From an optimization exercise on the open Yosys and OpenROAD flow, aimed at small area, a short achievable clock period and few clock cycles per item; shortcuts taken in it are not production practice.
Only the layout flow was run in this run; the RTL was not checked for function there.
Power and IR drop assume default switching activity.

[flow/design.v]
package smm_pkg;
  localparam int unsigned MAX_NNZ = 8;
  localparam int unsigned IDX_W   = 5;
  localparam int unsigned VAL_W   = 4;
  localparam int unsigned OUT_W   = 9;
  localparam int unsigned SUM_W   = 7;    
endpackage
import smm_pkg::*;
module smm_result_list
(
  input  logic                     start_i,    
  input  logic [MAX_NNZ-1:0]       va_i,
  input  logic [MAX_NNZ-1:0][IDX_W-1:0]         ar_i,
  input  logic [MAX_NNZ-1:0][IDX_W-1:0]         ac_i,
  input  logic [MAX_NNZ-1:0][SUM_W-1:0]         av_i,
  input  logic [MAX_NNZ-1:0]       vb_i,
  input  logic [MAX_NNZ-1:0][IDX_W-1:0]         br_i,
  input  logic [MAX_NNZ-1:0][IDX_W-1:0]         bc_i,
  input  logic [MAX_NNZ-1:0][VAL_W-1:0]         bv_i,
  input  logic [MAX_NNZ-1:0]       gm_i,
  input  logic [MAX_NNZ-1:0]       pm_i,
  output logic [IDX_W-1:0]         row_o,
  output logic [IDX_W-1:0]         col_o,
  output logic [OUT_W-1:0]         val_o,
  output logic [MAX_NNZ-1:0]       gm_o,
  output logic [MAX_NNZ-1:0]       pm_o,
  output logic                     last_o
);
  localparam int N = MAX_NNZ;
  logic [N-1:0][N-1:0] m;           
  logic [N-1:0] has;             
  logic [N-1:0] sr;              
  logic [N-1:0] sc;              
  logic [N-1:0] f0, g0, gm, pm, match, cand, fb, grp, pfb, pnext, pga, after, fn, gn;
  logic [N-1:0][SUM_W-1:0] t;
  logic [N*VAL_W-1:0] gbv;
  logic more, any_next;
  always_comb begin
    for (int i = 0; i < N; i++) begin
      for (int j = 0; j < N; j++) m[i][j] = vb_i[j] && (ac_i[i] == br_i[j]);
      has[i] = va_i[i] && (|m[i]);
    end
    sr[0] = 1'b0;
    sc[0] = 1'b0;
    for (int i = 1; i < N; i++) begin
      sr[i] = va_i[i] && (ar_i[i] == ar_i[i-1]);
      sc[i] = vb_i[i] && (bc_i[i] == bc_i[i-1]);
    end
    for (int i = 0; i < N; i++) begin
      f0[i] = has[i];
      for (int k = 0; k < i; k++) if (has[k]) f0[i] = 1'b0;
      if (i == 0) g0[i] = f0[i];
      else        g0[i] = f0[i] || (g0[i-1] && sr[i]);
    end
    gm = start_i ? g0 : gm_i;
    pm = start_i ? vb_i : pm_i;
    for (int j = 0; j < N; j++) begin
      match[j] = 1'b0;
      t[j]     = '0;
      for (int i = 0; i < N; i++) if (gm[i] && m[i][j]) begin
        match[j] = 1'b1;
        t[j]     = t[j] | av_i[i];
      end
      cand[j] = match[j] && pm[j];
    end
    for (int j = 0; j < N; j++) begin
      fb[j] = cand[j];
      for (int k = 0; k < j; k++) if (cand[k]) fb[j] = 1'b0;
      if (j == 0) begin
        grp[j] = fb[j];
        pfb[j] = fb[j];
      end else begin
        grp[j] = fb[j] || (grp[j-1] && sc[j]);
        pfb[j] = fb[j] || pfb[j-1];
      end
    end
    pnext = pfb & ~grp & vb_i;
    more  = |(cand & pnext);
    row_o = '0;
    for (int i = 0; i < N; i++) if (gm[i]) row_o = row_o | ar_i[i];
    col_o = '0;
    for (int j = 0; j < N; j++) if (grp[j]) begin
      col_o = col_o | bc_i[j];
    end
    for (int j = 0; j < N; j++) gbv[j*VAL_W +: VAL_W] = grp[j] ? bv_i[j] : '0;
    for (int i = 0; i < N; i++) begin
      if (i == 0) pga[i] = gm[i];
      else        pga[i] = gm[i] || pga[i-1];
    end
    after = pga & ~gm & has;
    any_next = |after;
    for (int i = 0; i < N; i++) begin
      fn[i] = after[i];
      for (int k = 0; k < i; k++) if (after[k]) fn[i] = 1'b0;
      if (i == 0) gn[i] = fn[i];
      else        gn[i] = fn[i] || (gn[i-1] && sr[i]);
    end
    gm_o   = more ? gm : gn;
    pm_o   = more ? pnext : vb_i;
    last_o = !more && !any_next;
  end
  smm_val_sum u_sum (
    .gb  (gbv),
    .t   (t),
    .val (val_o)
  );
endmodule
module smm_val_sum (
  input  logic [31:0] gb,
  input  logic [55:0] t,
  output logic [8:0] val
);
  logic s1, c2, s3, c4, s5, c6, s7, c8;
  logic s9, c10, s11, c12, s13, c14, s15, c16;
  logic s17, c18, s19, c20, s21, c22, s23, c24;
  logic s25, c26, s27, c28, s29, c30, s31, c32;
  logic s33, c34, s35, c36, s37, c38, s39, c40;
  logic s41, c42, s43, c44, s45, c46, s47, c48;
  logic s49, c50, s51, c52, s53, c54, s55, c56;
  logic s57, c58, s59, c60, s61, c62, s63, c64;
  logic s65, c66, s67, c68, s69, c70, s71, c72;
  logic s73, c74, s75, c76, s77, c78, s79, c80;
  logic s81, c82, s83, c84, s85, c86, s87, c88;
  logic s89, c90, s91, c92, s93, c94, s95, c96;
  logic s97, c98, s99, c100, s101, c102, s103, c104;
  logic s105, c106, s107, c108, s109, c110, s111, c112;
  logic s113, c114, s115, c116, s117, c118, s119, c120;
  logic s121, c122, s123, c124, s125, c126, s127, c128;
  logic s129, c130, s131, c132, s133, c134, s135, c136;
  logic s137, c138, s139, c140, s141, c142, s143, c144;
  logic s145, c146, s147, c148, s149, c150, s151, c152;
  logic s153, c154, s155, c156, s157, c158, s159, c160;
  logic s161, c162, s163, c164, s165, c166, s167, c168;
  logic s169, c170, s171, c172, s173, c174, s175, c176;
  logic s177, c178, s179, c180, s181, c182, s183, c184;
  logic s185, c186, s187, c188, s189, c190, s191, c192;
  logic s193, c194, s195, c196, s197, c198, s199, c200;
  logic s201, c202, s203, c204, s205, c206, s207, c208;
  logic s209, c210, s211, c212, s213, c214, s215, c216;
  logic s217, c218, s219, c220, s221, c222, s223, c224;
  logic s225, c226, s227, c228, s229, c230, s231, c232;
  logic s233, c234, s235, c236, s237, c238, s239, c240;
  logic s241, c242, s243, c244, s245, c246, s247, c248;
  logic s249, c250, s251, c252, s253, c254, s255, c256;
  logic s257, c258, s259, c260, s261, c262, s263, c264;
  logic s265, c266, s267, c268, s269, c270, s271, c272;
  logic s273, c274, s275, c276, s277, c278, s279, c280;
  logic s281, c282, s283, c284, s285, c286, s287, c288;
  logic s289, c290, s291, c292, s293, c294, s295, c296;
  logic s297, c298, s299, c300, s301, c302, s303, c304;
  logic s305, c306, s307, c308, s309, c310, s311, c312;
  logic s313, c314, s315, c316, s317, c318, s319, c320;
  logic s321, c322, s323, c324, s325, c326, s327, c328;
  logic s329, c330, s331, c332, s333, c334, s335, c336;
  logic s337, c338, s339, c340, s341, c342, s343, c344;
  logic s345, c346, s347, c348, s349, c350, s351, c352;
  logic s353, c354, s355, c356, s357, c358, s359, c360;
  logic s361, c362, s363, c364, s365, c366, s367, c368;
  logic s369, c370, s371, c372, s373, c374, s375, c376;
  logic s377, c378;
  logic [8:0] ra, rb;
  assign s1 = (gb[0] & t[3]) ^ (gb[1] & t[2]) ^ (gb[2] & t[1]);
  assign c2 = ((gb[0] & t[3]) & (gb[1] & t[2])) | ((gb[2] & t[1]) & ((gb[0] & t[3]) ^ (gb[1] & t[2])));
  assign s3 = (gb[3] & t[0]) ^ (gb[4] & t[10]) ^ (gb[5] & t[9]);
  assign c4 = ((gb[3] & t[0]) & (gb[4] & t[10])) | ((gb[5] & t[9]) & ((gb[3] & t[0]) ^ (gb[4] & t[10])));
  assign s5 = (gb[0] & t[4]) ^ (gb[1] & t[3]) ^ (gb[2] & t[2]);
  assign c6 = ((gb[0] & t[4]) & (gb[1] & t[3])) | ((gb[2] & t[2]) & ((gb[0] & t[4]) ^ (gb[1] & t[3])));
  assign s7 = (gb[3] & t[1]) ^ (gb[4] & t[11]) ^ (gb[5] & t[10]);
  assign c8 = ((gb[3] & t[1]) & (gb[4] & t[11])) | ((gb[5] & t[10]) & ((gb[3] & t[1]) ^ (gb[4] & t[11])));
  assign s9 = (gb[6] & t[9]) ^ (gb[7] & t[8]) ^ (gb[8] & t[18]);
  assign c10 = ((gb[6] & t[9]) & (gb[7] & t[8])) | ((gb[8] & t[18]) & ((gb[6] & t[9]) ^ (gb[7] & t[8])));
  assign s11 = (gb[0] & t[5]) ^ (gb[1] & t[4]) ^ (gb[2] & t[3]);
  assign c12 = ((gb[0] & t[5]) & (gb[1] & t[4])) | ((gb[2] & t[3]) & ((gb[0] & t[5]) ^ (gb[1] & t[4])));
  assign s13 = (gb[3] & t[2]) ^ (gb[4] & t[12]) ^ (gb[5] & t[11]);
  assign c14 = ((gb[3] & t[2]) & (gb[4] & t[12])) | ((gb[5] & t[11]) & ((gb[3] & t[2]) ^ (gb[4] & t[12])));
  assign s15 = (gb[6] & t[10]) ^ (gb[7] & t[9]) ^ (gb[8] & t[19]);
  assign c16 = ((gb[6] & t[10]) & (gb[7] & t[9])) | ((gb[8] & t[19]) & ((gb[6] & t[10]) ^ (gb[7] & t[9])));
  assign s17 = (gb[9] & t[18]) ^ (gb[10] & t[17]);
  assign c18 = (gb[9] & t[18]) & (gb[10] & t[17]);
  assign s19 = (gb[0] & t[6]) ^ (gb[1] & t[5]) ^ (gb[2] & t[4]);
  assign c20 = ((gb[0] & t[6]) & (gb[1] & t[5])) | ((gb[2] & t[4]) & ((gb[0] & t[6]) ^ (gb[1] & t[5])));
  assign s21 = (gb[3] & t[3]) ^ (gb[4] & t[13]) ^ (gb[5] & t[12]);
  assign c22 = ((gb[3] & t[3]) & (gb[4] & t[13])) | ((gb[5] & t[12]) & ((gb[3] & t[3]) ^ (gb[4] & t[13])));
  assign s23 = (gb[6] & t[11]) ^ (gb[7] & t[10]) ^ (gb[8] & t[20]);
  assign c24 = ((gb[6] & t[11]) & (gb[7] & t[10])) | ((gb[8] & t[20]) & ((gb[6] & t[11]) ^ (gb[7] & t[10])));
  assign s25 = (gb[9] & t[19]) ^ (gb[10] & t[18]) ^ (gb[11] & t[17]);
  assign c26 = ((gb[9] & t[19]) & (gb[10] & t[18])) | ((gb[11] & t[17]) & ((gb[9] & t[19]) ^ (gb[10] & t[18])));
  assign s27 = (gb[0] & t[2]) ^ (gb[1] & t[1]) ^ (gb[2] & t[0]);
  assign c28 = ((gb[0] & t[2]) & (gb[1] & t[1])) | ((gb[2] & t[0]) & ((gb[0] & t[2]) ^ (gb[1] & t[1])));
  assign s29 = (gb[4] & t[9]) ^ (gb[5] & t[8]) ^ (gb[6] & t[7]);
  assign c30 = ((gb[4] & t[9]) & (gb[5] & t[8])) | ((gb[6] & t[7]) & ((gb[4] & t[9]) ^ (gb[5] & t[8])));
  assign s31 = (gb[8] & t[16]) ^ (gb[9] & t[15]);
  assign c32 = (gb[8] & t[16]) & (gb[9] & t[15]);
  assign s33 = s1 ^ s3 ^ (gb[6] & t[8]);
  assign c34 = (s1 & s3) | ((gb[6] & t[8]) & (s1 ^ s3));
  assign s35 = (gb[7] & t[7]) ^ (gb[8] & t[17]) ^ (gb[9] & t[16]);
  assign c36 = ((gb[7] & t[7]) & (gb[8] & t[17])) | ((gb[9] & t[16]) & ((gb[7] & t[7]) ^ (gb[8] & t[17])));
  assign s37 = (gb[10] & t[15]) ^ (gb[11] & t[14]) ^ (gb[12] & t[24]);
  assign c38 = ((gb[10] & t[15]) & (gb[11] & t[14])) | ((gb[12] & t[24]) & ((gb[10] & t[15]) ^ (gb[11] & t[14])));
  assign s39 = (gb[13] & t[23]) ^ (gb[14] & t[22]) ^ (gb[15] & t[21]);
  assign c40 = ((gb[13] & t[23]) & (gb[14] & t[22])) | ((gb[15] & t[21]) & ((gb[13] & t[23]) ^ (gb[14] & t[22])));
  assign s41 = (gb[16] & t[31]) ^ (gb[17] & t[30]) ^ (gb[18] & t[29]);
  assign c42 = ((gb[16] & t[31]) & (gb[17] & t[30])) | ((gb[18] & t[29]) & ((gb[16] & t[31]) ^ (gb[17] & t[30])));
  assign s43 = (gb[19] & t[28]) ^ (gb[20] & t[38]) ^ (gb[21] & t[37]);
  assign c44 = ((gb[19] & t[28]) & (gb[20] & t[38])) | ((gb[21] & t[37]) & ((gb[19] & t[28]) ^ (gb[20] & t[38])));
  assign s45 = s5 ^ s7 ^ s9;
  assign c46 = (s5 & s7) | (s9 & (s5 ^ s7));
  assign s47 = (gb[9] & t[17]) ^ (gb[10] & t[16]) ^ (gb[11] & t[15]);
  assign c48 = ((gb[9] & t[17]) & (gb[10] & t[16])) | ((gb[11] & t[15]) & ((gb[9] & t[17]) ^ (gb[10] & t[16])));
  assign s49 = (gb[12] & t[25]) ^ (gb[13] & t[24]) ^ (gb[14] & t[23]);
  assign c50 = ((gb[12] & t[25]) & (gb[13] & t[24])) | ((gb[14] & t[23]) & ((gb[12] & t[25]) ^ (gb[13] & t[24])));
  assign s51 = (gb[15] & t[22]) ^ (gb[16] & t[32]) ^ (gb[17] & t[31]);
  assign c52 = ((gb[15] & t[22]) & (gb[16] & t[32])) | ((gb[17] & t[31]) & ((gb[15] & t[22]) ^ (gb[16] & t[32])));
  assign s53 = (gb[18] & t[30]) ^ (gb[19] & t[29]) ^ (gb[20] & t[39]);
  assign c54 = ((gb[18] & t[30]) & (gb[19] & t[29])) | ((gb[20] & t[39]) & ((gb[18] & t[30]) ^ (gb[19] & t[29])));
  assign s55 = (gb[21] & t[38]) ^ (gb[22] & t[37]) ^ (gb[23] & t[36]);
  assign c56 = ((gb[21] & t[38]) & (gb[22] & t[37])) | ((gb[23] & t[36]) & ((gb[21] & t[38]) ^ (gb[22] & t[37])));
  assign s57 = (gb[24] & t[46]) ^ (gb[25] & t[45]) ^ (gb[26] & t[44]);
  assign c58 = ((gb[24] & t[46]) & (gb[25] & t[45])) | ((gb[26] & t[44]) & ((gb[24] & t[46]) ^ (gb[25] & t[45])));
  assign s59 = (gb[27] & t[43]) ^ (gb[28] & t[53]);
  assign c60 = (gb[27] & t[43]) & (gb[28] & t[53]);
  assign s61 = s11 ^ s13 ^ s15;
  assign c62 = (s11 & s13) | (s15 & (s11 ^ s13));
  assign s63 = s17 ^ (gb[11] & t[16]) ^ (gb[12] & t[26]);
  assign c64 = (s17 & (gb[11] & t[16])) | ((gb[12] & t[26]) & (s17 ^ (gb[11] & t[16])));
  assign s65 = (gb[13] & t[25]) ^ (gb[14] & t[24]) ^ (gb[15] & t[23]);
  assign c66 = ((gb[13] & t[25]) & (gb[14] & t[24])) | ((gb[15] & t[23]) & ((gb[13] & t[25]) ^ (gb[14] & t[24])));
  assign s67 = (gb[16] & t[33]) ^ (gb[17] & t[32]) ^ (gb[18] & t[31]);
  assign c68 = ((gb[16] & t[33]) & (gb[17] & t[32])) | ((gb[18] & t[31]) & ((gb[16] & t[33]) ^ (gb[17] & t[32])));
  assign s69 = (gb[19] & t[30]) ^ (gb[20] & t[40]) ^ (gb[21] & t[39]);
  assign c70 = ((gb[19] & t[30]) & (gb[20] & t[40])) | ((gb[21] & t[39]) & ((gb[19] & t[30]) ^ (gb[20] & t[40])));
  assign s71 = (gb[22] & t[38]) ^ (gb[23] & t[37]) ^ (gb[24] & t[47]);
  assign c72 = ((gb[22] & t[38]) & (gb[23] & t[37])) | ((gb[24] & t[47]) & ((gb[22] & t[38]) ^ (gb[23] & t[37])));
  assign s73 = (gb[25] & t[46]) ^ (gb[26] & t[45]) ^ (gb[27] & t[44]);
  assign c74 = ((gb[25] & t[46]) & (gb[26] & t[45])) | ((gb[27] & t[44]) & ((gb[25] & t[46]) ^ (gb[26] & t[45])));
  assign s75 = (gb[28] & t[54]) ^ (gb[29] & t[53]) ^ (gb[30] & t[52]);
  assign c76 = ((gb[28] & t[54]) & (gb[29] & t[53])) | ((gb[30] & t[52]) & ((gb[28] & t[54]) ^ (gb[29] & t[53])));
  assign s77 = (gb[31] & t[51]) ^ c6;
  assign c78 = (gb[31] & t[51]) & c6;
  assign s79 = s19 ^ s21 ^ s23;
  assign c80 = (s19 & s21) | (s23 & (s19 ^ s21));
  assign s81 = s25 ^ (gb[12] & t[27]) ^ (gb[13] & t[26]);
  assign c82 = (s25 & (gb[12] & t[27])) | ((gb[13] & t[26]) & (s25 ^ (gb[12] & t[27])));
  assign s83 = (gb[14] & t[25]) ^ (gb[15] & t[24]) ^ (gb[16] & t[34]);
  assign c84 = ((gb[14] & t[25]) & (gb[15] & t[24])) | ((gb[16] & t[34]) & ((gb[14] & t[25]) ^ (gb[15] & t[24])));
  assign s85 = (gb[17] & t[33]) ^ (gb[18] & t[32]) ^ (gb[19] & t[31]);
  assign c86 = ((gb[17] & t[33]) & (gb[18] & t[32])) | ((gb[19] & t[31]) & ((gb[17] & t[33]) ^ (gb[18] & t[32])));
  assign s87 = (gb[20] & t[41]) ^ (gb[21] & t[40]) ^ (gb[22] & t[39]);
  assign c88 = ((gb[20] & t[41]) & (gb[21] & t[40])) | ((gb[22] & t[39]) & ((gb[20] & t[41]) ^ (gb[21] & t[40])));
  assign s89 = (gb[23] & t[38]) ^ (gb[24] & t[48]) ^ (gb[25] & t[47]);
  assign c90 = ((gb[23] & t[38]) & (gb[24] & t[48])) | ((gb[25] & t[47]) & ((gb[23] & t[38]) ^ (gb[24] & t[48])));
  assign s91 = (gb[26] & t[46]) ^ (gb[27] & t[45]) ^ (gb[28] & t[55]);
  assign c92 = ((gb[26] & t[46]) & (gb[27] & t[45])) | ((gb[28] & t[55]) & ((gb[26] & t[46]) ^ (gb[27] & t[45])));
  assign s93 = (gb[29] & t[54]) ^ (gb[30] & t[53]) ^ (gb[31] & t[52]);
  assign c94 = ((gb[29] & t[54]) & (gb[30] & t[53])) | ((gb[31] & t[52]) & ((gb[29] & t[54]) ^ (gb[30] & t[53])));
  assign s95 = c12 ^ c14 ^ c16;
  assign c96 = (c12 & c14) | (c16 & (c12 ^ c14));
  assign s97 = (gb[1] & t[6]) ^ (gb[2] & t[5]) ^ (gb[3] & t[4]);
  assign c98 = ((gb[1] & t[6]) & (gb[2] & t[5])) | ((gb[3] & t[4]) & ((gb[1] & t[6]) ^ (gb[2] & t[5])));
  assign s99 = (gb[5] & t[13]) ^ (gb[6] & t[12]) ^ (gb[7] & t[11]);
  assign c100 = ((gb[5] & t[13]) & (gb[6] & t[12])) | ((gb[7] & t[11]) & ((gb[5] & t[13]) ^ (gb[6] & t[12])));
  assign s101 = (gb[9] & t[20]) ^ (gb[10] & t[19]) ^ (gb[11] & t[18]);
  assign c102 = ((gb[9] & t[20]) & (gb[10] & t[19])) | ((gb[11] & t[18]) & ((gb[9] & t[20]) ^ (gb[10] & t[19])));
  assign s103 = (gb[13] & t[27]) ^ (gb[14] & t[26]) ^ (gb[15] & t[25]);
  assign c104 = ((gb[13] & t[27]) & (gb[14] & t[26])) | ((gb[15] & t[25]) & ((gb[13] & t[27]) ^ (gb[14] & t[26])));
  assign s105 = (gb[17] & t[34]) ^ (gb[18] & t[33]) ^ (gb[19] & t[32]);
  assign c106 = ((gb[17] & t[34]) & (gb[18] & t[33])) | ((gb[19] & t[32]) & ((gb[17] & t[34]) ^ (gb[18] & t[33])));
  assign s107 = (gb[21] & t[41]) ^ (gb[22] & t[40]) ^ (gb[23] & t[39]);
  assign c108 = ((gb[21] & t[41]) & (gb[22] & t[40])) | ((gb[23] & t[39]) & ((gb[21] & t[41]) ^ (gb[22] & t[40])));
  assign s109 = (gb[25] & t[48]) ^ (gb[26] & t[47]) ^ (gb[27] & t[46]);
  assign c110 = ((gb[25] & t[48]) & (gb[26] & t[47])) | ((gb[27] & t[46]) & ((gb[25] & t[48]) ^ (gb[26] & t[47])));
  assign s111 = (gb[29] & t[55]) ^ (gb[30] & t[54]) ^ (gb[31] & t[53]);
  assign c112 = ((gb[29] & t[55]) & (gb[30] & t[54])) | ((gb[31] & t[53]) & ((gb[29] & t[55]) ^ (gb[30] & t[54])));
  assign s113 = c20 ^ c22 ^ c24;
  assign c114 = (c20 & c22) | (c24 & (c20 ^ c22));
  assign s115 = (gb[2] & t[6]) ^ (gb[3] & t[5]) ^ (gb[6] & t[13]);
  assign c116 = ((gb[2] & t[6]) & (gb[3] & t[5])) | ((gb[6] & t[13]) & ((gb[2] & t[6]) ^ (gb[3] & t[5])));
  assign s117 = (gb[7] & t[12]) ^ (gb[10] & t[20]) ^ (gb[11] & t[19]);
  assign c118 = ((gb[7] & t[12]) & (gb[10] & t[20])) | ((gb[11] & t[19]) & ((gb[7] & t[12]) ^ (gb[10] & t[20])));
  assign s119 = (gb[14] & t[27]) ^ (gb[15] & t[26]) ^ (gb[18] & t[34]);
  assign c120 = ((gb[14] & t[27]) & (gb[15] & t[26])) | ((gb[18] & t[34]) & ((gb[14] & t[27]) ^ (gb[15] & t[26])));
  assign s121 = (gb[0] & t[1]) ^ (gb[1] & t[0]) ^ (gb[4] & t[8]);
  assign c122 = ((gb[0] & t[1]) & (gb[1] & t[0])) | ((gb[4] & t[8]) & ((gb[0] & t[1]) ^ (gb[1] & t[0])));
  assign s123 = (gb[5] & t[7]) ^ (gb[8] & t[15]);
  assign c124 = (gb[5] & t[7]) & (gb[8] & t[15]);
  assign s125 = s27 ^ s29 ^ s31;
  assign c126 = (s27 & s29) | (s31 & (s27 ^ s29));
  assign s127 = (gb[10] & t[14]) ^ (gb[12] & t[23]) ^ (gb[13] & t[22]);
  assign c128 = ((gb[10] & t[14]) & (gb[12] & t[23])) | ((gb[13] & t[22]) & ((gb[10] & t[14]) ^ (gb[12] & t[23])));
  assign s129 = (gb[14] & t[21]) ^ (gb[16] & t[30]) ^ (gb[17] & t[29]);
  assign c130 = ((gb[14] & t[21]) & (gb[16] & t[30])) | ((gb[17] & t[29]) & ((gb[14] & t[21]) ^ (gb[16] & t[30])));
  assign s131 = (gb[18] & t[28]) ^ (gb[20] & t[37]) ^ (gb[21] & t[36]);
  assign c132 = ((gb[18] & t[28]) & (gb[20] & t[37])) | ((gb[21] & t[36]) & ((gb[18] & t[28]) ^ (gb[20] & t[37])));
  assign s133 = s33 ^ s35 ^ s37;
  assign c134 = (s33 & s35) | (s37 & (s33 ^ s35));
  assign s135 = s39 ^ s41 ^ s43;
  assign c136 = (s39 & s41) | (s43 & (s39 ^ s41));
  assign s137 = (gb[22] & t[36]) ^ (gb[23] & t[35]) ^ (gb[24] & t[45]);
  assign c138 = ((gb[22] & t[36]) & (gb[23] & t[35])) | ((gb[24] & t[45]) & ((gb[22] & t[36]) ^ (gb[23] & t[35])));
  assign s139 = (gb[25] & t[44]) ^ (gb[26] & t[43]) ^ (gb[27] & t[42]);
  assign c140 = ((gb[25] & t[44]) & (gb[26] & t[43])) | ((gb[27] & t[42]) & ((gb[25] & t[44]) ^ (gb[26] & t[43])));
  assign s141 = (gb[28] & t[52]) ^ (gb[29] & t[51]) ^ (gb[30] & t[50]);
  assign c142 = ((gb[28] & t[52]) & (gb[29] & t[51])) | ((gb[30] & t[50]) & ((gb[28] & t[52]) ^ (gb[29] & t[51])));
  assign s143 = s45 ^ s47 ^ s49;
  assign c144 = (s45 & s47) | (s49 & (s45 ^ s47));
  assign s145 = s51 ^ s53 ^ s55;
  assign c146 = (s51 & s53) | (s55 & (s51 ^ s53));
  assign s147 = s57 ^ s59 ^ (gb[29] & t[52]);
  assign c148 = (s57 & s59) | ((gb[29] & t[52]) & (s57 ^ s59));
  assign s149 = (gb[30] & t[51]) ^ (gb[31] & t[50]) ^ c2;
  assign c150 = ((gb[30] & t[51]) & (gb[31] & t[50])) | (c2 & ((gb[30] & t[51]) ^ (gb[31] & t[50])));
  assign s151 = c4 ^ c34 ^ c36;
  assign c152 = (c4 & c34) | (c36 & (c4 ^ c34));
  assign s153 = c38 ^ c40;
  assign c154 = c38 & c40;
  assign s155 = s61 ^ s63 ^ s65;
  assign c156 = (s61 & s63) | (s65 & (s61 ^ s63));
  assign s157 = s67 ^ s69 ^ s71;
  assign c158 = (s67 & s69) | (s71 & (s67 ^ s69));
  assign s159 = s73 ^ s75 ^ s77;
  assign c160 = (s73 & s75) | (s77 & (s73 ^ s75));
  assign s161 = c8 ^ c10 ^ c46;
  assign c162 = (c8 & c10) | (c46 & (c8 ^ c10));
  assign s163 = c48 ^ c50 ^ c52;
  assign c164 = (c48 & c50) | (c52 & (c48 ^ c50));
  assign s165 = c54 ^ c56 ^ c58;
  assign c166 = (c54 & c56) | (c58 & (c54 ^ c56));
  assign s167 = s79 ^ s81 ^ s83;
  assign c168 = (s79 & s81) | (s83 & (s79 ^ s81));
  assign s169 = s85 ^ s87 ^ s89;
  assign c170 = (s85 & s87) | (s89 & (s85 ^ s87));
  assign s171 = s91 ^ s93 ^ s95;
  assign c172 = (s91 & s93) | (s95 & (s91 ^ s93));
  assign s173 = c18 ^ c62 ^ c64;
  assign c174 = (c18 & c62) | (c64 & (c18 ^ c62));
  assign s175 = c66 ^ c68 ^ c70;
  assign c176 = (c66 & c68) | (c70 & (c66 ^ c68));
  assign s177 = c72 ^ c74 ^ c76;
  assign c178 = (c72 & c74) | (c76 & (c72 ^ c74));
  assign s179 = s97 ^ s99 ^ s101;
  assign c180 = (s97 & s99) | (s101 & (s97 ^ s99));
  assign s181 = s103 ^ s105 ^ s107;
  assign c182 = (s103 & s105) | (s107 & (s103 ^ s105));
  assign s183 = s109 ^ s111 ^ s113;
  assign c184 = (s109 & s111) | (s113 & (s109 ^ s111));
  assign s185 = c26 ^ c80 ^ c82;
  assign c186 = (c26 & c80) | (c82 & (c26 ^ c80));
  assign s187 = c84 ^ c86 ^ c88;
  assign c188 = (c84 & c86) | (c88 & (c84 ^ c86));
  assign s189 = c90 ^ c92 ^ c94;
  assign c190 = (c90 & c92) | (c94 & (c90 ^ c92));
  assign s191 = s115 ^ s117 ^ s119;
  assign c192 = (s115 & s117) | (s119 & (s115 ^ s117));
  assign s193 = (gb[19] & t[33]) ^ (gb[22] & t[41]) ^ (gb[23] & t[40]);
  assign c194 = ((gb[19] & t[33]) & (gb[22] & t[41])) | ((gb[23] & t[40]) & ((gb[19] & t[33]) ^ (gb[22] & t[41])));
  assign s195 = (gb[26] & t[48]) ^ (gb[27] & t[47]) ^ (gb[30] & t[55]);
  assign c196 = ((gb[26] & t[48]) & (gb[27] & t[47])) | ((gb[30] & t[55]) & ((gb[26] & t[48]) ^ (gb[27] & t[47])));
  assign s197 = (gb[31] & t[54]) ^ c98 ^ c100;
  assign c198 = ((gb[31] & t[54]) & c98) | (c100 & ((gb[31] & t[54]) ^ c98));
  assign s199 = c102 ^ c104 ^ c106;
  assign c200 = (c102 & c104) | (c106 & (c102 ^ c104));
  assign s201 = c108 ^ c110 ^ c112;
  assign c202 = (c108 & c110) | (c112 & (c108 ^ c110));
  assign s203 = s121 ^ s123 ^ (gb[9] & t[14]);
  assign c204 = (s121 & s123) | ((gb[9] & t[14]) & (s121 ^ s123));
  assign s205 = (gb[12] & t[22]) ^ (gb[13] & t[21]) ^ (gb[16] & t[29]);
  assign c206 = ((gb[12] & t[22]) & (gb[13] & t[21])) | ((gb[16] & t[29]) & ((gb[12] & t[22]) ^ (gb[13] & t[21])));
  assign s207 = s125 ^ s127 ^ s129;
  assign c208 = (s125 & s127) | (s129 & (s125 ^ s127));
  assign s209 = s131 ^ (gb[22] & t[35]) ^ (gb[24] & t[44]);
  assign c210 = (s131 & (gb[22] & t[35])) | ((gb[24] & t[44]) & (s131 ^ (gb[22] & t[35])));
  assign s211 = (gb[25] & t[43]) ^ (gb[26] & t[42]) ^ (gb[28] & t[51]);
  assign c212 = ((gb[25] & t[43]) & (gb[26] & t[42])) | ((gb[28] & t[51]) & ((gb[25] & t[43]) ^ (gb[26] & t[42])));
  assign s213 = s133 ^ s135 ^ s137;
  assign c214 = (s133 & s135) | (s137 & (s133 ^ s135));
  assign s215 = s139 ^ s141 ^ (gb[31] & t[49]);
  assign c216 = (s139 & s141) | ((gb[31] & t[49]) & (s139 ^ s141));
  assign s217 = c28 ^ c30 ^ c32;
  assign c218 = (c28 & c30) | (c32 & (c28 ^ c30));
  assign s219 = c126 ^ c128;
  assign c220 = c126 & c128;
  assign s221 = s143 ^ s145 ^ s147;
  assign c222 = (s143 & s145) | (s147 & (s143 ^ s145));
  assign s223 = s149 ^ s151 ^ s153;
  assign c224 = (s149 & s151) | (s153 & (s149 ^ s151));
  assign s225 = c42 ^ c44 ^ c134;
  assign c226 = (c42 & c44) | (c134 & (c42 ^ c44));
  assign s227 = c136 ^ c138 ^ c140;
  assign c228 = (c136 & c138) | (c140 & (c136 ^ c138));
  assign s229 = s155 ^ s157 ^ s159;
  assign c230 = (s155 & s157) | (s159 & (s155 ^ s157));
  assign s231 = s161 ^ s163 ^ s165;
  assign c232 = (s161 & s163) | (s165 & (s161 ^ s163));
  assign s233 = c60 ^ c144 ^ c146;
  assign c234 = (c60 & c144) | (c146 & (c60 ^ c144));
  assign s235 = c148 ^ c150 ^ c152;
  assign c236 = (c148 & c150) | (c152 & (c148 ^ c150));
  assign s237 = s167 ^ s169 ^ s171;
  assign c238 = (s167 & s169) | (s171 & (s167 ^ s169));
  assign s239 = s173 ^ s175 ^ s177;
  assign c240 = (s173 & s175) | (s177 & (s173 ^ s175));
  assign s241 = c78 ^ c156 ^ c158;
  assign c242 = (c78 & c156) | (c158 & (c78 ^ c156));
  assign s243 = c160 ^ c162 ^ c164;
  assign c244 = (c160 & c162) | (c164 & (c160 ^ c162));
  assign s245 = s179 ^ s181 ^ s183;
  assign c246 = (s179 & s181) | (s183 & (s179 ^ s181));
  assign s247 = s185 ^ s187 ^ s189;
  assign c248 = (s185 & s187) | (s189 & (s185 ^ s187));
  assign s249 = c96 ^ c168 ^ c170;
  assign c250 = (c96 & c168) | (c170 & (c96 ^ c168));
  assign s251 = c172 ^ c174 ^ c176;
  assign c252 = (c172 & c174) | (c176 & (c172 ^ c174));
  assign s253 = s191 ^ s193 ^ s195;
  assign c254 = (s191 & s193) | (s195 & (s191 ^ s193));
  assign s255 = s197 ^ s199 ^ s201;
  assign c256 = (s197 & s199) | (s201 & (s197 ^ s199));
  assign s257 = c114 ^ c180 ^ c182;
  assign c258 = (c114 & c180) | (c182 & (c114 ^ c180));
  assign s259 = c184 ^ c186 ^ c188;
  assign c260 = (c184 & c186) | (c188 & (c184 ^ c186));
  assign s261 = (gb[0] & t[0]) ^ (gb[4] & t[7]) ^ (gb[8] & t[14]);
  assign c262 = ((gb[0] & t[0]) & (gb[4] & t[7])) | ((gb[8] & t[14]) & ((gb[0] & t[0]) ^ (gb[4] & t[7])));
  assign s263 = s203 ^ s205 ^ (gb[17] & t[28]);
  assign c264 = (s203 & s205) | ((gb[17] & t[28]) & (s203 ^ s205));
  assign s265 = (gb[20] & t[36]) ^ (gb[21] & t[35]) ^ (gb[24] & t[43]);
  assign c266 = ((gb[20] & t[36]) & (gb[21] & t[35])) | ((gb[24] & t[43]) & ((gb[20] & t[36]) ^ (gb[21] & t[35])));
  assign s267 = s207 ^ s209 ^ s211;
  assign c268 = (s207 & s209) | (s211 & (s207 ^ s209));
  assign s269 = (gb[29] & t[50]) ^ (gb[30] & t[49]) ^ c122;
  assign c270 = ((gb[29] & t[50]) & (gb[30] & t[49])) | (c122 & ((gb[29] & t[50]) ^ (gb[30] & t[49])));
  assign s271 = c124 ^ c204;
  assign c272 = c124 & c204;
  assign s273 = s213 ^ s215 ^ s217;
  assign c274 = (s213 & s215) | (s217 & (s213 ^ s215));
  assign s275 = s219 ^ c130 ^ c132;
  assign c276 = (s219 & c130) | (c132 & (s219 ^ c130));
  assign s277 = c208 ^ c210 ^ c212;
  assign c278 = (c208 & c210) | (c212 & (c208 ^ c210));
  assign s279 = s221 ^ s223 ^ s225;
  assign c280 = (s221 & s223) | (s225 & (s221 ^ s223));
  assign s281 = s227 ^ c142 ^ c214;
  assign c282 = (s227 & c142) | (c214 & (s227 ^ c142));
  assign s283 = c216 ^ c218 ^ c220;
  assign c284 = (c216 & c218) | (c220 & (c216 ^ c218));
  assign s285 = s229 ^ s231 ^ s233;
  assign c286 = (s229 & s231) | (s233 & (s229 ^ s231));
  assign s287 = s235 ^ c154 ^ c222;
  assign c288 = (s235 & c154) | (c222 & (s235 ^ c154));
  assign s289 = c224 ^ c226 ^ c228;
  assign c290 = (c224 & c226) | (c228 & (c224 ^ c226));
  assign s291 = s237 ^ s239 ^ s241;
  assign c292 = (s237 & s239) | (s241 & (s237 ^ s239));
  assign s293 = s243 ^ c166 ^ c230;
  assign c294 = (s243 & c166) | (c230 & (s243 ^ c166));
  assign s295 = c232 ^ c234 ^ c236;
  assign c296 = (c232 & c234) | (c236 & (c232 ^ c234));
  assign s297 = s245 ^ s247 ^ s249;
  assign c298 = (s245 & s247) | (s249 & (s245 ^ s247));
  assign s299 = s251 ^ c178 ^ c238;
  assign c300 = (s251 & c178) | (c238 & (s251 ^ c178));
  assign s301 = c240 ^ c242 ^ c244;
  assign c302 = (c240 & c242) | (c244 & (c240 ^ c242));
  assign s303 = s253 ^ s255 ^ s257;
  assign c304 = (s253 & s255) | (s257 & (s253 ^ s255));
  assign s305 = s259 ^ c190 ^ c246;
  assign c306 = (s259 & c190) | (c246 & (s259 ^ c190));
  assign s307 = c248 ^ c250 ^ c252;
  assign c308 = (c248 & c250) | (c252 & (c248 ^ c250));
  assign s309 = s261 ^ (gb[12] & t[21]) ^ (gb[16] & t[28]);
  assign c310 = (s261 & (gb[12] & t[21])) | ((gb[16] & t[28]) & (s261 ^ (gb[12] & t[21])));
  assign s311 = s263 ^ s265 ^ (gb[25] & t[42]);
  assign c312 = (s263 & s265) | ((gb[25] & t[42]) & (s263 ^ s265));
  assign s313 = (gb[28] & t[50]) ^ (gb[29] & t[49]);
  assign c314 = (gb[28] & t[50]) & (gb[29] & t[49]);
  assign s315 = s267 ^ s269 ^ s271;
  assign c316 = (s267 & s269) | (s271 & (s267 ^ s269));
  assign s317 = c206 ^ c264 ^ c266;
  assign c318 = (c206 & c264) | (c266 & (c206 ^ c264));
  assign s319 = s273 ^ s275 ^ s277;
  assign c320 = (s273 & s275) | (s277 & (s273 ^ s275));
  assign s321 = c268 ^ c270 ^ c272;
  assign c322 = (c268 & c270) | (c272 & (c268 ^ c270));
  assign s323 = s279 ^ s281 ^ s283;
  assign c324 = (s279 & s281) | (s283 & (s279 ^ s281));
  assign s325 = c274 ^ c276 ^ c278;
  assign c326 = (c274 & c276) | (c278 & (c274 ^ c276));
  assign s327 = s285 ^ s287 ^ s289;
  assign c328 = (s285 & s287) | (s289 & (s285 ^ s287));
  assign s329 = c280 ^ c282 ^ c284;
  assign c330 = (c280 & c282) | (c284 & (c280 ^ c282));
  assign s331 = s291 ^ s293 ^ s295;
  assign c332 = (s291 & s293) | (s295 & (s291 ^ s293));
  assign s333 = c286 ^ c288 ^ c290;
  assign c334 = (c286 & c288) | (c290 & (c286 ^ c288));
  assign s335 = s297 ^ s299 ^ s301;
  assign c336 = (s297 & s299) | (s301 & (s297 ^ s299));
  assign s337 = c292 ^ c294 ^ c296;
  assign c338 = (c292 & c294) | (c296 & (c292 ^ c294));
  assign s339 = s303 ^ s305 ^ s307;
  assign c340 = (s303 & s305) | (s307 & (s303 ^ s305));
  assign s341 = c298 ^ c300 ^ c302;
  assign c342 = (c298 & c300) | (c302 & (c298 ^ c300));
  assign s343 = s309 ^ (gb[20] & t[35]);
  assign c344 = s309 & (gb[20] & t[35]);
  assign s345 = s311 ^ s313 ^ c262;
  assign c346 = (s311 & s313) | (c262 & (s311 ^ s313));
  assign s347 = s315 ^ s317 ^ c312;
  assign c348 = (s315 & s317) | (c312 & (s315 ^ s317));
  assign s349 = s319 ^ s321 ^ c316;
  assign c350 = (s319 & s321) | (c316 & (s319 ^ s321));
  assign s351 = s323 ^ s325 ^ c320;
  assign c352 = (s323 & s325) | (c320 & (s323 ^ s325));
  assign s353 = s327 ^ s329 ^ c324;
  assign c354 = (s327 & s329) | (c324 & (s327 ^ s329));
  assign s355 = s331 ^ s333 ^ c328;
  assign c356 = (s331 & s333) | (c328 & (s331 ^ s333));
  assign s357 = s335 ^ s337 ^ c332;
  assign c358 = (s335 & s337) | (c332 & (s335 ^ s337));
  assign s359 = s339 ^ s341 ^ c336;
  assign c360 = (s339 & s341) | (c336 & (s339 ^ s341));
  assign s361 = s343 ^ (gb[24] & t[42]);
  assign c362 = s343 & (gb[24] & t[42]);
  assign s363 = s345 ^ c310 ^ c344;
  assign c364 = (s345 & c310) | (c344 & (s345 ^ c310));
  assign s365 = s347 ^ c314 ^ c346;
  assign c366 = (s347 & c314) | (c346 & (s347 ^ c314));
  assign s367 = s349 ^ c318 ^ c348;
  assign c368 = (s349 & c318) | (c348 & (s349 ^ c318));
  assign s369 = s351 ^ c322 ^ c350;
  assign c370 = (s351 & c322) | (c350 & (s351 ^ c322));
  assign s371 = s353 ^ c326 ^ c352;
  assign c372 = (s353 & c326) | (c352 & (s353 ^ c326));
  assign s373 = s355 ^ c330 ^ c354;
  assign c374 = (s355 & c330) | (c354 & (s355 ^ c330));
  assign s375 = s357 ^ c334 ^ c356;
  assign c376 = (s357 & c334) | (c356 & (s357 ^ c334));
  assign s377 = s359 ^ c338 ^ c358;
  assign c378 = (s359 & c338) | (c358 & (s359 ^ c338));
  assign ra = {s377, s375, s373, s371, s369, s367, s365, s363, s361};
  assign rb = {c376, c374, c372, c370, c368, c366, c364, c362, (gb[28] & t[49])};
  assign val = ra + rb;
endmodule
import smm_pkg::*;
module sparse_matrix_mult
(
  input  logic             clk,
  input  logic             rst_n,
  input  logic             in_valid_size,
  input  logic             in_size,
  input  logic             in_valid_a,
  input  logic [IDX_W-1:0] in_row_a,
  input  logic [IDX_W-1:0] in_col_a,
  input  logic [VAL_W-1:0] in_val_a,
  input  logic             in_valid_b,
  input  logic [IDX_W-1:0] in_row_b,
  input  logic [IDX_W-1:0] in_col_b,
  input  logic [VAL_W-1:0] in_val_b,
  output logic             out_valid,
  output logic [IDX_W-1:0] out_row,
  output logic [IDX_W-1:0] out_col,
  output logic [OUT_W-1:0] out_val
);
  localparam int N = MAX_NNZ;
  function automatic logic lt_key_f(input logic [2*IDX_W-1:0] a, input logic [2*IDX_W-1:0] b);
    logic r;
    r = 1'b0;
    for (int i = 0; i < 2*IDX_W; i++) r = (!a[i] && b[i]) || (!(a[i] ^ b[i]) && r);
    lt_key_f = r;
  endfunction
  function automatic logic lt_idx_f(input logic [IDX_W-1:0] a, input logic [IDX_W-1:0] b);
    logic r;
    r = 1'b0;
    for (int i = 0; i < IDX_W; i++) r = (!a[i] && b[i]) || (!(a[i] ^ b[i]) && r);
    lt_idx_f = r;
  endfunction
  function automatic logic [SUM_W-1:0] add_f(input logic [SUM_W-1:0] a, input logic [SUM_W-1:0] b);
    logic [SUM_W-1:0] s;
    logic c;
    c = 1'b0;
    for (int i = 0; i < SUM_W; i++) begin
      s[i] = a[i] ^ b[i] ^ c;
      c    = (a[i] && b[i]) || (c && (a[i] ^ b[i]));
    end
    add_f = s;
  endfunction
  localparam logic [1:0] S_IDLE = 2'd0, S_INA = 2'd1, S_INB = 2'd2, S_OUT = 2'd3;
  logic [1:0]       st_q;
  logic             size_q;
  logic [IDX_W-1:0] mask_c;
  logic             aq_v;
  logic [IDX_W-1:0] aq_r, aq_c;
  logic [VAL_W-1:0] aq_w;
  logic [N-1:0]     va_q;
  logic [N-1:0][IDX_W-1:0] ar_q;
  logic [N-1:0][IDX_W-1:0] ac_q;
  logic [N-1:0][SUM_W-1:0] av_q;
  logic [N-1:0]     vb_q;
  logic [N-1:0][IDX_W-1:0] br_q;
  logic [N-1:0][IDX_W-1:0] bc_q;
  logic [N-1:0][VAL_W-1:0] bv_q;
  logic [N-1:0]     gm_q, pm_q;
  logic             out_valid_q;
  logic [IDX_W-1:0] out_row_q, out_col_q;
  logic [OUT_W-1:0] out_val_q;
  logic             in_job_c, emit_c;
  logic [IDX_W-1:0] g_row, g_col;
  logic [OUT_W-1:0] g_val;
  logic [N-1:0]     g_gm, g_pm;
  logic             g_last;
  assign mask_c   = {size_q, {(IDX_W-1){1'b1}}};
  assign in_job_c = (st_q == S_INA) || (st_q == S_INB);
  assign emit_c   = ((st_q == S_INB) && !in_valid_b) || (st_q == S_OUT);
  smm_result_list u_gen (
    .start_i (st_q == S_INB),
    .va_i    (va_q),
    .ar_i    (ar_q),
    .ac_i    (ac_q),
    .av_i    (av_q),
    .vb_i    (vb_q),
    .br_i    (br_q),
    .bc_i    (bc_q),
    .bv_i    (bv_q),
    .gm_i    (gm_q),
    .pm_i    (pm_q),
    .row_o   (g_row),
    .col_o   (g_col),
    .val_o   (g_val),
    .gm_o    (g_gm),
    .pm_o    (g_pm),
    .last_o  (g_last)
  );
  always_ff @(posedge clk or posedge rst_n) begin
    if (rst_n) begin
      st_q        <= S_IDLE;
      out_valid_q <= 1'b0;
    end else begin
      out_valid_q <= emit_c;
      case (st_q)
        S_IDLE:  if (in_valid_size) st_q <= S_INA;
        S_INA:   if (in_valid_b) st_q <= S_INB;
        S_INB:   if (!in_valid_b) st_q <= g_last ? S_IDLE : S_OUT;
        default: if (g_last) st_q <= S_IDLE;
      endcase
    end
  end
  always_ff @(posedge clk) begin
    if ((st_q == S_IDLE) && in_valid_size) size_q <= in_size;
    aq_v <= in_valid_a;
    aq_r <= in_row_a;
    aq_c <= in_col_a;
    aq_w <= in_val_a;
    out_row_q <= g_row;
    out_col_q <= g_col;
    out_val_q <= g_val;
    if (emit_c) begin
      gm_q <= g_gm;
      pm_q <= g_pm;
    end
  end
  logic [2*IDX_W-1:0] a_key_c;
  logic [N-1:0]       a_lt_c, a_eq_c;
  logic [SUM_W-1:0]   a_hit_v_c, a_sum_c;
  always_comb begin
    a_key_c   = {aq_r & mask_c, aq_c & mask_c};
    a_hit_v_c = '0;
    for (int k = 0; k < N; k++) begin
      a_lt_c[k] = va_q[k] && lt_key_f({ar_q[k], ac_q[k]}, a_key_c);
      a_eq_c[k] = va_q[k] && ({ar_q[k], ac_q[k]} == a_key_c);
      if (a_eq_c[k]) a_hit_v_c = a_hit_v_c | av_q[k];
    end
    a_sum_c = add_f(a_hit_v_c, SUM_W'(aq_w));
  end
  always_ff @(posedge clk) begin
    if ((st_q == S_IDLE) && in_valid_size) begin
      va_q <= '0;
    end else if (in_job_c && aq_v) begin
      if (|a_eq_c) begin
        for (int k = 0; k < N; k++) if (a_eq_c[k]) av_q[k] <= a_sum_c;
      end else begin
        va_q <= {va_q[N-2:0], 1'b1};
        for (int k = 0; k < N; k++) begin
          if (!a_lt_c[k]) begin
            if (k == 0 || a_lt_c[(k+N-1)%N]) begin
              ar_q[k] <= aq_r & mask_c;
              ac_q[k] <= aq_c & mask_c;
              av_q[k] <= SUM_W'(aq_w);
            end else begin
              ar_q[k] <= ar_q[(k+N-1)%N];
              ac_q[k] <= ac_q[(k+N-1)%N];
              av_q[k] <= av_q[(k+N-1)%N];
            end
          end
        end
      end
    end
  end
  logic [IDX_W-1:0] b_col_c;
  logic [N-1:0]     b_le_c;
  always_comb begin
    b_col_c = in_col_b & mask_c;
    for (int k = 0; k < N; k++) b_le_c[k] = vb_q[k] && !lt_idx_f(b_col_c, bc_q[k]);
  end
  always_ff @(posedge clk) begin
    if ((st_q == S_IDLE) && in_valid_size) begin
      vb_q <= '0;
    end else if (in_job_c && in_valid_b) begin
      vb_q <= {vb_q[N-2:0], 1'b1};
      for (int k = 0; k < N; k++) begin
        if (!b_le_c[k]) begin
          if (k == 0 || b_le_c[(k+N-1)%N]) begin
            br_q[k] <= in_row_b & mask_c;
            bc_q[k] <= b_col_c;
            bv_q[k] <= in_val_b;
          end else begin
            br_q[k] <= br_q[(k+N-1)%N];
            bc_q[k] <= bc_q[(k+N-1)%N];
            bv_q[k] <= bv_q[(k+N-1)%N];
          end
        end
      end
    end
  end
  assign out_valid = out_valid_q;
  assign out_row   = out_row_q;
  assign out_col   = out_col_q;
  assign out_val   = out_val_q;
endmodule
[flow/run.sh]
#!/bin/bash
# synth_recipe.tcl (not shown) runs the flow's synth.tcl, then flattens the netlist and writes it again
# the make line also repeats each setting of config.mk as NAME=value (left out here)
make -C /OpenROAD-flow-scripts/flow DESIGN_CONFIG=/design/flow/config.mk WORK_HOME=/design/flow/orfs CLKGATE_MAP_FILE= SYNTH_SCRIPT=/design/flow/synth_recipe.tcl finish
[flow/config.mk]
export PLATFORM = sky130hd
export DESIGN_NAME = sparse_matrix_mult
export DESIGN_NICKNAME = sparse_matrix_mult
export VERILOG_FILES = /design/flow/design.v
export SDC_FILE = /design/flow/constraint.sdc
export NUM_CORES = 4
export LEC_CHECK = 0
export CAP_MARGIN = 20
export CORE_MARGIN = 2
export CORE_UTILIZATION = 25
export PLACE_DENSITY = 0.35
export SLEW_MARGIN = 20
[flow/constraint.sdc]
create_clock -name core_clock -period 60.0 [get_ports {clk}]
set_input_delay 12.0000 -clock core_clock [delete_from_list [all_inputs] [get_ports {clk}]]
set_output_delay 12.0000 -clock core_clock [all_outputs]
set_load 0.01 [all_outputs]
==> flow_summary_export.csv <==
group,metric,value,unit
sta,rsz0062_at_grt,"no",
sta,finClkSkew,0.0210,ns
sta,slew_violations,0,
global_route,grt_pass1_vias,25600,
drt,vias,25400,
final_layout,drive_gt1_frac,0.127,
clock_network,clkLatencyLatePin,0.63,ns
floorplanning,die_w,357,um
drt,wl_per_cell,27.8,um
clock_network,clock_path_buffers,3,
drt,ant_nets,0,
drt,drtPass1Iterations,12,
placed_design,port_buffers,53,
logic_synthesis,syn_inst,3284,
critical_path,start_kind,"input port",
sta,hold_violations,0,
clock_network,cts_num_sinks,318,
global_route,grt_start_max_net_pins,39,
critical_path,required,60.37,ns
floorplanning,io_pins,54,
clock_network,tritoncts,"done",
logic_synthesis,synth-seq-cells,318,
critical_path,cp_max_fo,21,
clock_network,cts_buffers,45,
critical_path,critPathKind,"in -> reg",
sta,worst_slew_pin_slew,1.18,ns
drt,wirelength,136000,um
floorplanning,dieArea,127000,sq um
placed_design,routabilityCongestion,0.877,
final_layout,syn_to_final_growth,11.9,%
sta,min_period_over_period,0.247,
power,p_leak,13.6,nW
sta,final.setup.tns,0,ns
global_route,grtUsageTotal,0.212,
sta,finalCriticalPeriod,14.83,ns
logic_synthesis,ys_warn_count,2,
logic_synthesis,synthesis.nets,3619,
logic_synthesis,synthFlopType,"edfxtp_1",
global_route,antenna_found_initial,9,
clock_network,cts_resized,0,
placed_design,hpwlAfterDp,106000,um
logic_synthesis,syn_avg_cell_area,9.47,sq um
drt,via_per_inst,5.18,
sta,timing.fmax,67.4,MHz
drt,drt_iter0_drc,2610,
logic_synthesis,synth_area,31100,sq um
floorplanning,start_util,0.252,
power,peakVddDrop,0.0208,mV
floorplanning,row_count,129,
sta,layout_setup_ws,45.17,ns
clock_network,htreeDepth,2,
floorplanning,fp.dieH,357,um
clock_network,post_cts_buffers,0,
power,power_density,33.8,nW/um^2
job,maxCapViolations,0,
sta,setup_viol,0,
logic_synthesis,ys_async_sr_fraction,0.00943,
worst_hold_path,hold_path.class,"reg -> reg",
logic_synthesis,yosysSeqAreaShare,0.291,
logic_synthesis,ys_types,90,
floorplanning,coreArea,123000,sq um
critical_path,cp-end-kind,"flip-flop",
status,status,"no timing/DRC/antenna violations",
sta,slew_headroom,0.208,
drt,drc,0,
clock_network,cts_hold_buffers,0,
critical_path,cp.arrival,15.21,ns
clock_network,clk_pin_slew,0.06,ns
final_layout,finalNetCount,3553,
logic_synthesis,synth-edff-count,265,
global_route,grt_pass1_wl,195000,um
placed_design,dp_slack,44.50,ns
clock_network,cts-root-buf,"clkbuf_16",
global_route,grt_overflow_total,0,
## per-stage QoR
stage                     hold WS, ns  std cells   util  instance area (sq um)  power, mW
after detailed placement        0.570       4808  0.269                  33200      0.889
after floorplan                 0.503       3284      -                  31100      0.707
after CTS                       0.578       4891  0.282                  34800       1.18
final                           0.591       4895  0.282                  34800       1.18
after global routing            0.620       4891  0.282                  34800       1.24
after global placement          0.558       4808  0.269                  33200      0.889
## final cells by class
| class | instances | area, sq um |
|---|---|---|
| clock buffers | 61 | 1260 |
| flip-flops and latches | 318 | 9030 |
| fillers | 13100 | 88700 |
| repair buffers | 120 | 1030 |
| inverters | 288 | 1080 |
| diodes | 4 | 10.0 |
| multi-input cells | 2445 | 20000 |
| clock inverters | 22 | 295 |
| well taps | 1637 | 2050 |
## sequential cells by signal (all words and copies together) (netlist names), 2 cells and up
name       count
gm_q           8
ac_q          40
aq_c           5
aq_w           4
pm_q           8
va_q           8
ar_q          40
vb_q           8
out_row_q      5
br_q          40
bv_q          32
aq_r           5
bc_q          40
av_q          56
out_col_q      5
st_q           2
out_val_q      9
## report_power, final
group | leakage (nW) | total, mW | internal, mW | switching [mW]
clock | 0.752 | 0.288 | 0.173 | 0.115
sequential | 2.91 | 0.512 | 0.332 | 0.180
combinational | 9.92 | 0.376 | 0.163 | 0.212
total | 13.6 | 1.18 | 0.668 | 0.508
## synth_stat cells (98+ instances only)
| cell type | number | area [sq um] |
|---|---|---|
| ha_1 | 139 | 1740 |
| inv_1 | 288 | 1080 |
| edfxtp_1 | 265 | 7960 |
| clkbuf_1 | 109 | 409 |
| xor2_1 | 309 | 2710 |
| nand2_1 | 237 | 890 |
| a21oi_1 | 107 | 536 |
| o21ai_0 | 107 | 536 |
| mux2_2 | 146 | 1640 |
| xnor2_1 | 127 | 1110 |
| fa_1 | 162 | 3240 |
| nor2_1 | 140 | 526 |
| nand3_1 | 98 | 490 |
## per-layer routing
metal | GRT usage | vias up | wire length (um)
met5 | 0 | - | 13
li1 | - | 11500 | -
met1 | 0.301 | 13000 | 64100
met4 | 0.0497 | 2 | 3020
met3 | 0.0202 | 154 | 6250
met2 | 0.346 | 801 | 62700
## cell families (layout without fill, tap and decap cells)
| kind of cell | count (synthesis) | after routing | synth area share |
|---|---|---|---|
| multiplexers | 175 | 175 | 0.0625 |
| AO/OA/AOI/OAI | 576 | 576 | 0.135 |
| other | 0 | 4 | 0 |
| AND/OR/NAND/NOR | 956 | 956 | 0.161 |
| adder cells (fa/ha/maj) | 301 | 301 | 0.160 |
| buffers and inverters | 521 | 491 | 0.0676 |
| XOR/XNOR | 437 | 437 | 0.124 |
| flip-flops | 318 | 318 | 0.291 |
## cell usage in the layout (no fill, tap or decap), drive strengths merged, types with 98 or more instances in the layout
| cell | count |
|---|---|
| xnor2 | 127 |
| edfxtp | 265 |
| a21oi | 108 |
| inv | 288 |
| ha | 139 |
| nor2 | 140 |
| fa | 162 |
| o21ai | 119 |
| xor2 | 309 |
| mux2 | 147 |
| nand2 | 237 |
| nand3 | 98 |
## worst max-delay path, stage by stage
cell             delay (ns)
clkdlybuf4s50_1        0.42
inv_1                  0.49
ha_1                   0.34
a31o_2                 0.24
a21oi_1                0.14
nor2b_1                0.06
o21ai_0                0.15
nand3b_1               0.63
nor2b_1                0.46
buf_4                  0.27
## worst paths after layout
kind | end | slack [ns] | from | cells after the start
worst max-delay path | bv_q[26]$_DFFE_PP_ | 45.17 | in_col_b[1] | 10
worst min-delay path | va_q[7]$_SDFFE_PP0P_ | 0.59 | va_q[7]$_SDFFE_PP0P_ | 2
worst max register to register | out_val_q[8]$_DFF_P_ | 46.25 | br_q[6]$_DFFE_PP_ | 40
worst min register to register | va_q[7]$_SDFFE_PP0P_ | 0.59 | va_q[7]$_SDFFE_PP0P_ | 2
max in group asynchronous | st_q[1]$_DFFE_PP0P_ | 48.33 | rst_n | 2
min in group asynchronous | out_valid_q$_DFF_PP0_ | 11.55 | rst_n | 2

-- static timing again, ports no longer ideal --
No port has a modelled driver above. Below, the same layout with a new extraction and two added sets of constraints. Step 1 assumes that a clkbuf_16 drives the clock port and a buf_2 every other input. Step 2 also shifts input and output timing later by t, the mid clock arrival at the registers, as if the neighbouring blocks saw the same clock. Slacks: ideal / step 1 / step 2; pairs: ideal / step 1.
t, ns: 0.697
slack for setup (ns): 45.170 / 45.210 / 44.513
worst setup path after step 2: input to register
worst register clock-pin slew, ns: 0.06 / 0.06
worst slew at a driven data input, ns: 0.05
After both steps this run still meets setup and hold. For this run, drivers alone change the setup slack by +0.040 ns; drivers and shift together by -0.657 ns.
